This design comes from an exercise in tuning for a short achievable clock period and few clock cycles on the open sky130 flow, not from production work.
In this exercise RTL edits were held to simulation tests only and were not proved equivalent to the original.
Power figures rest on the tool's default switching activity, not on a simulated workload.

==> config.mk <==
export PLATFORM = sky130hd
export DESIGN_NAME = sm83_core
export DESIGN_NICKNAME = sm83_core
export VERILOG_FILES = /design/flow/design.v
export SDC_FILE = /design/flow/constraint.sdc
export NUM_CORES = 4
export LEC_CHECK = 0
export ABC_CLOCK_PERIOD_IN_PS = 4000
export CAP_MARGIN = 20
export CORE_MARGIN = 2
export CORE_UTILIZATION = 30
export PLACE_DENSITY = 0.5
export SETUP_SLACK_MARGIN = 5
export SLEW_MARGIN = 20
==> constraint.sdc <==
create_clock -name core_clock -period 10.0 [get_ports {clk}]
set_input_delay 2.0000 -clock core_clock [delete_from_list [all_inputs] [get_ports {clk}]]
set_output_delay 2.0000 -clock core_clock [all_outputs]
set_load 0.01 [all_outputs]
==> design.v <==
`default_nettype none
package sm83_pkg;
    typedef logic [7:0]  byte_t;
    typedef logic [15:0] addr_t;
    localparam addr_t HRAM_BASE  = 16'hff80;
    localparam int    HRAM_DEPTH = 128;
endpackage
`default_nettype wire
`default_nettype none
module sm83_core (
    input  logic            clk,
    input  logic            rst,
    input  logic            ce,
    output sm83_pkg::addr_t addr,
    input  sm83_pkg::byte_t d_in_ext,
    output sm83_pkg::byte_t d_out,
    output logic            write
);
    localparam int IW = 6;               
    localparam int NC = 1 << IW;         
    localparam int TW = 16 - IW;         
    logic [7:0]  rA, rB, rC, rD, rE, rH, rL;
    logic        fz, fc;
    logic [15:0] pc, pc1, pc2;           
    logic [15:0] addr_q;                 
    logic        bus_data_q;             
    logic        write_q;                
    logic [15:0] nf;                     
    logic        ld_q;                   
    logic        ld_hram_q;              
    logic [6:0]  ld_idx_q;
    logic [7:0]  hram  [0:127];
    logic [NC-1:0] cvalid;
    logic [TW-1:0] ctag  [0:NC-1];
    logic [7:0]    cdata [0:NC-1];
    logic        in_hram;
    logic [7:0]  rd_bus;
    assign in_hram = &addr_q[15:7];
    assign rd_bus  = in_hram ? hram[addr_q[6:0]] : d_in_ext;
    assign addr  = addr_q;
    assign d_out = rA;
    assign write = write_q & rst;
    logic [7:0]  op, b1, b2;
    logic        h0, h1, h2;
    assign op = cdata[pc[IW-1:0]];
    assign b1 = cdata[pc1[IW-1:0]];
    assign b2 = cdata[pc2[IW-1:0]];
    assign h0 = cvalid[pc[IW-1:0]]  && (ctag[pc[IW-1:0]]  == pc[15:IW]);
    assign h1 = cvalid[pc1[IW-1:0]] && (ctag[pc1[IW-1:0]] == pc1[15:IW]);
    assign h2 = cvalid[pc2[IW-1:0]] && (ctag[pc2[IW-1:0]] == pc2[15:IW]);
    logic is_ldrn, is_incdec, is_ldrr, is_alur, is_alun, is_jp, is_jpcc, is_ld, is_st;
    logic len2, len3;
    logic reads_a;
    assign is_ldrn   = (op[7:6] == 2'b00) && (op[2:0] == 3'b110);
    assign is_incdec = (op[7:6] == 2'b00) && (op[2:1] == 2'b10);
    assign is_ldrr   = (op[7:6] == 2'b01);
    assign is_alur   = (op[7:6] == 2'b10);
    assign is_alun   = (op[7:6] == 2'b11) && (op[2:0] == 3'b110);
    assign is_jp     = (op == 8'hc3);
    assign is_jpcc   = (op[7:5] == 3'b110) && (op[2:0] == 3'b010);
    assign is_ld     = (op == 8'hfa);
    assign is_st     = (op == 8'hea);
    assign len2 = is_ldrn || is_alun;
    assign len3 = is_jp || is_jpcc || is_ld || is_st;
    assign reads_a = is_alur || is_alun || (is_incdec && op[5:3] == 3'd7)
                     || (is_ldrr && op[2:0] == 3'd7);
    function automatic logic [7:0] rget(input logic [2:0] f,
                                        input logic [7:0] a, input logic [7:0] b,
                                        input logic [7:0] c, input logic [7:0] d,
                                        input logic [7:0] e, input logic [7:0] h,
                                        input logic [7:0] l);
        case (f)
            3'd0: rget = b;
            3'd1: rget = c;
            3'd2: rget = d;
            3'd3: rget = e;
            3'd4: rget = h;
            3'd5: rget = l;
            3'd7: rget = a;
            default: rget = 8'h00;
        endcase
    endfunction
    logic [7:0] src, dst;
    assign src = rget(op[2:0], rA, rB, rC, rD, rE, rH, rL);
    assign dst = rget(op[5:3], rA, rB, rC, rD, rE, rH, rL);
    logic [2:0] aop;
    logic [7:0] ax, ay, ayy, res;
    logic       sub, ci, logic_op;
    logic [8:0] sum;
    logic       nz, nc;
    assign aop      = is_incdec ? (op[0] ? 3'd2 : 3'd0) : op[5:3];
    assign ax       = is_incdec ? dst : rA;
    assign ay       = is_incdec ? 8'd1 : (op[6] ? b1 : src);
    assign sub      = (aop == 3'd2) || (aop == 3'd3) || (aop == 3'd7);
    assign ci       = (aop == 3'd1 || aop == 3'd3) ? fc : sub;
    assign ayy      = sub ? ~ay : ay;
    assign sum      = {1'b0, ax} + {1'b0, ayy} + {8'd0, ci};
    assign logic_op = (aop == 3'd4) || (aop == 3'd5) || (aop == 3'd6);
    always_comb begin
        case (aop)
            3'd4:    res = ax & ay;
            3'd5:    res = ax ^ ay;
            3'd6:    res = ax | ay;
            default: res = sum[7:0];
        endcase
    end
    assign nz = (res == 8'h00);
    assign nc = logic_op ? 1'b0 : sum[8];
    logic avail, blocked, issue, taken;
    logic eq0, eq1, eq2;
    logic [15:0] tgt;
    assign eq0 = (addr_q == pc);
    assign eq1 = (addr_q == pc1);
    assign eq2 = (addr_q == pc2);
    assign avail   = h0 && (!(len2 || len3) || h1) && (!len3 || h2);
    assign blocked = (write_q && (eq0 || eq1 || eq2)) || (ld_q && reads_a);
    assign issue   = avail && !blocked;
    always_comb begin
        case (op[4:3])
            2'd0:    taken = !fz;
            2'd1:    taken = fz;
            2'd2:    taken = !fc;
            default: taken = fc;
        endcase
        taken = is_jp || (is_jpcc && taken);
    end
    assign tgt = {b2, b1};
    logic [15:0] pc_n, pc1_n, pc2_n;
    logic [15:0] pc3, pc4, pc5;
    assign pc3 = pc + 16'd3;
    assign pc4 = pc + 16'd4;
    assign pc5 = pc + 16'd5;
    always_comb begin
        if (taken) begin
            pc_n  = tgt;
            pc1_n = tgt + 16'd1;
            pc2_n = tgt + 16'd2;
        end else if (len3) begin
            pc_n  = pc3;
            pc1_n = pc4;
            pc2_n = pc5;
        end else if (len2) begin
            pc_n  = pc2;
            pc1_n = pc3;
            pc2_n = pc4;
        end else begin
            pc_n  = pc1;
            pc1_n = pc2;
            pc2_n = pc3;
        end
    end
    logic        fetching;
    logic        being_fetched;
    logic [15:0] miss_a;
    logic [15:0] nf_n;
    logic        data_ext;        
    assign fetching = !bus_data_q;
    always_comb begin
        if (!h0) begin
            miss_a        = pc;
            being_fetched = eq0;
        end else if (!h1) begin
            miss_a        = pc1;
            being_fetched = eq1;
        end else begin
            miss_a        = pc2;
            being_fetched = eq2;
        end
        being_fetched = being_fetched && fetching;
        if (!avail && !being_fetched) nf_n = miss_a;
        else if (fetching)            nf_n = addr_q + 16'd1;
        else                          nf_n = nf;
    end
    assign data_ext = issue && (is_st || (is_ld && !(&b2 && b1[7])));
    logic store_hit;
    assign store_hit = cvalid[addr_q[IW-1:0]] && (ctag[addr_q[IW-1:0]] == addr_q[15:IW]);
    always_ff @(posedge clk) begin
        if (!rst) begin
            cvalid <= '0;
        end else if (ce) begin
            if (fetching) begin
                cvalid[addr_q[IW-1:0]] <= 1'b1;
                ctag[addr_q[IW-1:0]]   <= addr_q[15:IW];
                cdata[addr_q[IW-1:0]]  <= rd_bus;
            end else if (write_q && store_hit) begin
                cdata[addr_q[IW-1:0]]  <= rA;
            end
        end
    end
    always_ff @(posedge clk) begin
        if (rst && ce && write_q && in_hram) begin
            hram[addr_q[6:0]] <= rA;
        end
    end
    logic [7:0] ld_data;
    assign ld_data = ld_hram_q ? hram[ld_idx_q] : d_in_ext;
    logic       wr_r;            
    logic [7:0] wr_val;
    logic       wr_a_alu;        
    logic       wr_flags;
    assign wr_r     = issue && (is_ldrn || is_incdec || is_ldrr);
    assign wr_a_alu = issue && (is_alur || is_alun) && (op[5:3] != 3'd7);
    assign wr_flags = issue && (is_alur || is_alun || is_incdec);
    always_comb begin
        if (is_ldrn)      wr_val = b1;
        else if (is_ldrr) wr_val = src;
        else              wr_val = res;
    end
    always_ff @(posedge clk) begin
        if (!rst) begin
            rA <= 8'h00; rB <= 8'h00; rC <= 8'h00; rD <= 8'h00;
            rE <= 8'h00; rH <= 8'h00; rL <= 8'h00;
            fz <= 1'b0;  fc <= 1'b0;
        end else if (ce) begin
            if (wr_r && op[5:3] == 3'd0) rB <= wr_val;
            if (wr_r && op[5:3] == 3'd1) rC <= wr_val;
            if (wr_r && op[5:3] == 3'd2) rD <= wr_val;
            if (wr_r && op[5:3] == 3'd3) rE <= wr_val;
            if (wr_r && op[5:3] == 3'd4) rH <= wr_val;
            if (wr_r && op[5:3] == 3'd5) rL <= wr_val;
            if (wr_r && op[5:3] == 3'd7) rA <= wr_val;
            else if (wr_a_alu)           rA <= res;
            else if (ld_q)               rA <= ld_data;
            if (wr_flags) begin
                fz <= nz;
                fc <= nc;
            end
        end
    end
    always_ff @(posedge clk) begin
        if (!rst) begin
            pc         <= 16'h0000;
            pc1        <= 16'h0001;
            pc2        <= 16'h0002;
            addr_q     <= 16'h0000;
            bus_data_q <= 1'b0;
            write_q    <= 1'b0;
            nf         <= 16'h0001;
            ld_q       <= 1'b0;
            ld_hram_q  <= 1'b0;
            ld_idx_q   <= 7'd0;
        end else if (ce) begin
            if (issue) begin
                pc  <= pc_n;
                pc1 <= pc1_n;
                pc2 <= pc2_n;
            end
            nf         <= nf_n;
            addr_q     <= data_ext ? tgt : nf_n;
            bus_data_q <= data_ext;
            write_q    <= issue && is_st;
            ld_q       <= issue && is_ld;
            ld_hram_q  <= &b2 && b1[7];
            ld_idx_q   <= b1[6:0];
        end
    end
endmodule
`default_nettype wire
==> run.sh <==
#!/bin/bash
# synth_recipe.tcl (not shown) runs the flow's synth.tcl, then flattens the netlist and writes it again
# the make line also repeats each setting of config.mk as NAME=value (left out here)
make -C /OpenROAD-flow-scripts/flow DESIGN_CONFIG=/design/flow/config.mk WORK_HOME=/design/flow/orfs CLKGATE_MAP_FILE= SYNTH_SCRIPT=/design/flow/synth_recipe.tcl finish
==> notes.md <==
-- worst max-delay path: stages (launching register included) --
cell and delay, ns:
dfxtp_4 0.42, buf_4 0.15, buf_12 0.15, buf_16 0.15, mux4_2 0.51, a22oi_2 0.22, a21oi_4 0.12, nor4_4 0.34
buf_12 0.17, buf_12 0.15, buf_4 0.13, mux2_2 0.32, a22o_1 0.19, a222oi_1 0.46, o21ai_1 0.21, ha_1 0.36
inv_1 0.09, o21bai_1 0.09, a21oi_2 0.18, o21bai_1 0.09, a21oi_1 0.21, xnor2_1 0.09, nand2_1 0.11, o221ai_4 0.15
or4_1 0.54, o21ai_1 0.13
-- flip-flops by register name (all words and copies together), names as in the netlist, 7 cells and up, named ones only --
name,cells
hram,1024
rE,8
rA,8
pc,16
cdata,512
rL,8
nf,16
rB,8
ld_idx_q,7
pc1,16
ctag,640
cvalid,64
pc2,16
rC,8
rH,8
addr_q,16
rD,8
-- power by group through the flow --
stage                     logic, uW  registers, uW  clock network [uW]
after floorplan                 605          11200                   0
after global placement          951          11200                   0
after detailed placement        953          11200                   0
after CTS                      1050          11000               10800
after global routing           1150          11000               11100
final                          1120          11000               10600
-- stage by stage --
step           total power, uW  instances  utilization
2_1_floorplan            11800       7948            -
3_3_place_gp             12200      13512        0.320
3_5_place_dp             12200      13515        0.320
4_1_cts                  22800      14258        0.353
5_1_grt                  23300      14386        0.359
6_report                 22800      14400        0.359
-- worst min path at each step --
stage               slack (ns)  endpoint  startpoint
global placement          0.47     nf[1]       nf[1]
CTS                       0.48     nf[1]       nf[1]
floorplan                 0.44     rL[1]       rL[1]
finish                    0.49     rB[7]       rB[7]
detailed placement        0.47     nf[1]       nf[1]
global route              0.51     rB[2]       rB[2]
-- cells in the mapped netlist (27+ instances only) --
cell type,n,area [um^2]
edfxtp_1,2176,65300
o221ai_1,39,342
buf_4,39,293
ha_1,34,425
buf_1,151,567
a21oi_1,225,1130
nand2b_1,27,169
xnor2_1,114,998
mux2_2,55,619
mux2i_1,290,2900
nand2_1,350,1310
inv_1,54,203
mux4_2,1833,41300
o21ai_0,115,576
xor2_1,52,455
a22oi_1,168,1260
a211oi_1,47,353
o22ai_1,76,475
nor2_1,652,2450
a221oi_1,29,254
buf_2,125,626
nor3_1,61,305
and3_1,33,206
dfxtp_1,245,4900
nand3_1,100,500
and2_1,32,200
nor2b_1,57,357
nand4_1,39,244
clkbuf_1,389,1460
-- cells by family after synthesis --
group                    share of synthesized area
multiplexers                                 0.337
XOR/XNOR                                    0.0109
flip-flops                                   0.528
adder cells (fa/ha/maj)                    0.00350
buffers and inverters                       0.0249
AND/OR/NAND/NOR                             0.0490
AO/OA/AOI/OAI                               0.0468
-- per-layer routing --
metal	global-route usage	vias up
li1	-	34263
met1	0.325	48656
met2	0.368	6514
met3	0.0622	1328
met4	0.119	10
met5	0	-
-- layout make-up --
type / instances / area [um^2] / area share
clock inverter: 157 / 1590 / 0.0100
clock buffer: 366 / 7770 / 0.0490
inverter: 60 / 262 / 0.00165
tap: 5904 / 7390 / 0.0466
antenna: 16 / 40.0 / 0.000252
timing repair buffer: 723 / 8780 / 0.0554
multi-input combinational: 4753 / 62400 / 0.393
sequential: 2421 / 70400 / 0.444
-- what timing repair did --
item,in CTS,in global routing
hold endpoints to repair,0,0
setup buffers,186,98
cloned,34,23
resized for setup,386,345
pin swaps,84,101
hold buffers,0,0
setup endpoints to repair,1197,1029
==> out/qor.yml <==
p_comb_frac: 0.049
switchingPower_uw: 5330
syn-num-nets: 7995
ys_types: 93
top_layer: "met5"
place.port_buffers: 35
cts_tree: "built"
track_usage: 0.243
core_area_mm2: 0.441
die_w_um: 670
first_pass_iters: 6
routed_wl_um: 568000
worst-path-max-fanout: 8
ir_worst_vdd_mv: 0.125
wl_met1_um: 216000
yosysSeqAreaShare: 0.528
wl_met3_um: 65200
ctsLongestPathBuffers: 4
rows: 244
routedWlPerCell_um: 39.5
slew_viol_final: 0
dr_total_vias: 90771
syn_inst: 7948
grt_pass1_vias: 86794
yosysWarnings: 1
final_area_mm2: 0.159
crit_required_ns: 10.89
synth_ff_type: "edfxtp_1"
route.met2.wl_um: 253000
avgViaCountPerCell: 6.30
fin_tns_setup_ns: 0
finalHoldWorstSlack_ns: 0.490
drive_gt1_frac: 0.415
worst_pin_slew_ns: 1.26
areaGrowthSynthToFinish_pct: 19.2
num_io_pins: 36
finalCritPeriodShare: 0.583
dieHeight_um: 670
arrival_ns: 6.72
layout_common_cells: "2176 x edfxtp_1, 1833 x mux4_2, 497 x nor2_1"
drv_cap: 0
power_frac_clock: 0.467
die-area_mm2: 0.449
mostFrequentLayoutCell: "edfxtp_1"
crit_type: "flop to flop"
async_flop_share: 0
endpoint: "fz"
grt_pass1_wl_um: 759000
nFillCells: 41261
clk_latency_ns: 0.97
fin_skew_ns: 0.106
status: "no timing/DRC/antenna violations"
cts_root_buf: "clkbuf_16"
syn_avg_cell_area_um2: 16.7
grt_max_degree: 107
h-tree-depth: 5
synth_seq_cells: 2421
whs_path_depth: 2
fin_crit_ns: 5.83
p_per_area_mw_per_mm2: 144
dr.first_iter.drc_count: 14339
hpwl_um: 357000
worstSetupStartpointType: "flop"
intPower_uw: 17400
synth_edf_count: 2176
setup_viol: 0
cts.sinks: 2421
gp_congestion: 0.938
slew_headroom: 0.153
ant_nets: 0
hold_viol: 0
drc: 0
end_kind: "flop"
placed_cell_area_mm2: 0.141
numCtsBuffers: 291
hold_path.class: "flop to flop"
clk_pin_slew_worst_paths_ns: 0.06
max_freq_mhz: 171
final_nets: 8297
antenna_found_initial: 22
synth_area_mm2: 0.133
layout_setup_ws_ns: 4.17
dpl_worst_slack_ns: 1.77
r2r_setup_slack_ns: 4.17
power_frac_seq: 0.484
r2r_end: "fz"
switching_share: 0.234
grt_overflow: 0
rsz0062_at_grt: "yes"
start_util: 0.301
power_leakage_uw: 0.0512
reg2regPathDepth: 25
Testbench counts, summed over its fixed seeds: cycles 60,295.

## separate check: timing with driven ports
In the flow no input, the clock included, has a driving cell. The finished layout below was timed again as built, in two steps. Step 1 (the two cells are an assumption about what drives the block):
set clk [get_ports {clk}]
set_driving_cell -lib_cell sky130_fd_sc_hd__clkbuf_16 $clk
set_driving_cell -lib_cell sky130_fd_sc_hd__buf_2 [delete_from_list [all_inputs] $clk]
Step 2 moves the port delays by t, midway between the first and last clock arrival at a register: inputs arrive t later, outputs are due t later. That takes back most of the time a late clock gives input paths. Three values: ideal, step 1, step 2; two values: the first two.
shift t [ns]: 1.030
setup WS [ns]: 4.169 / 4.169 / 4.117
pins driven straight from the clock port: 1
After both steps setup and hold are still met in this run. For this run, drivers alone change the setup slack by 0.000 ns; drivers and shift together by -0.052 ns.
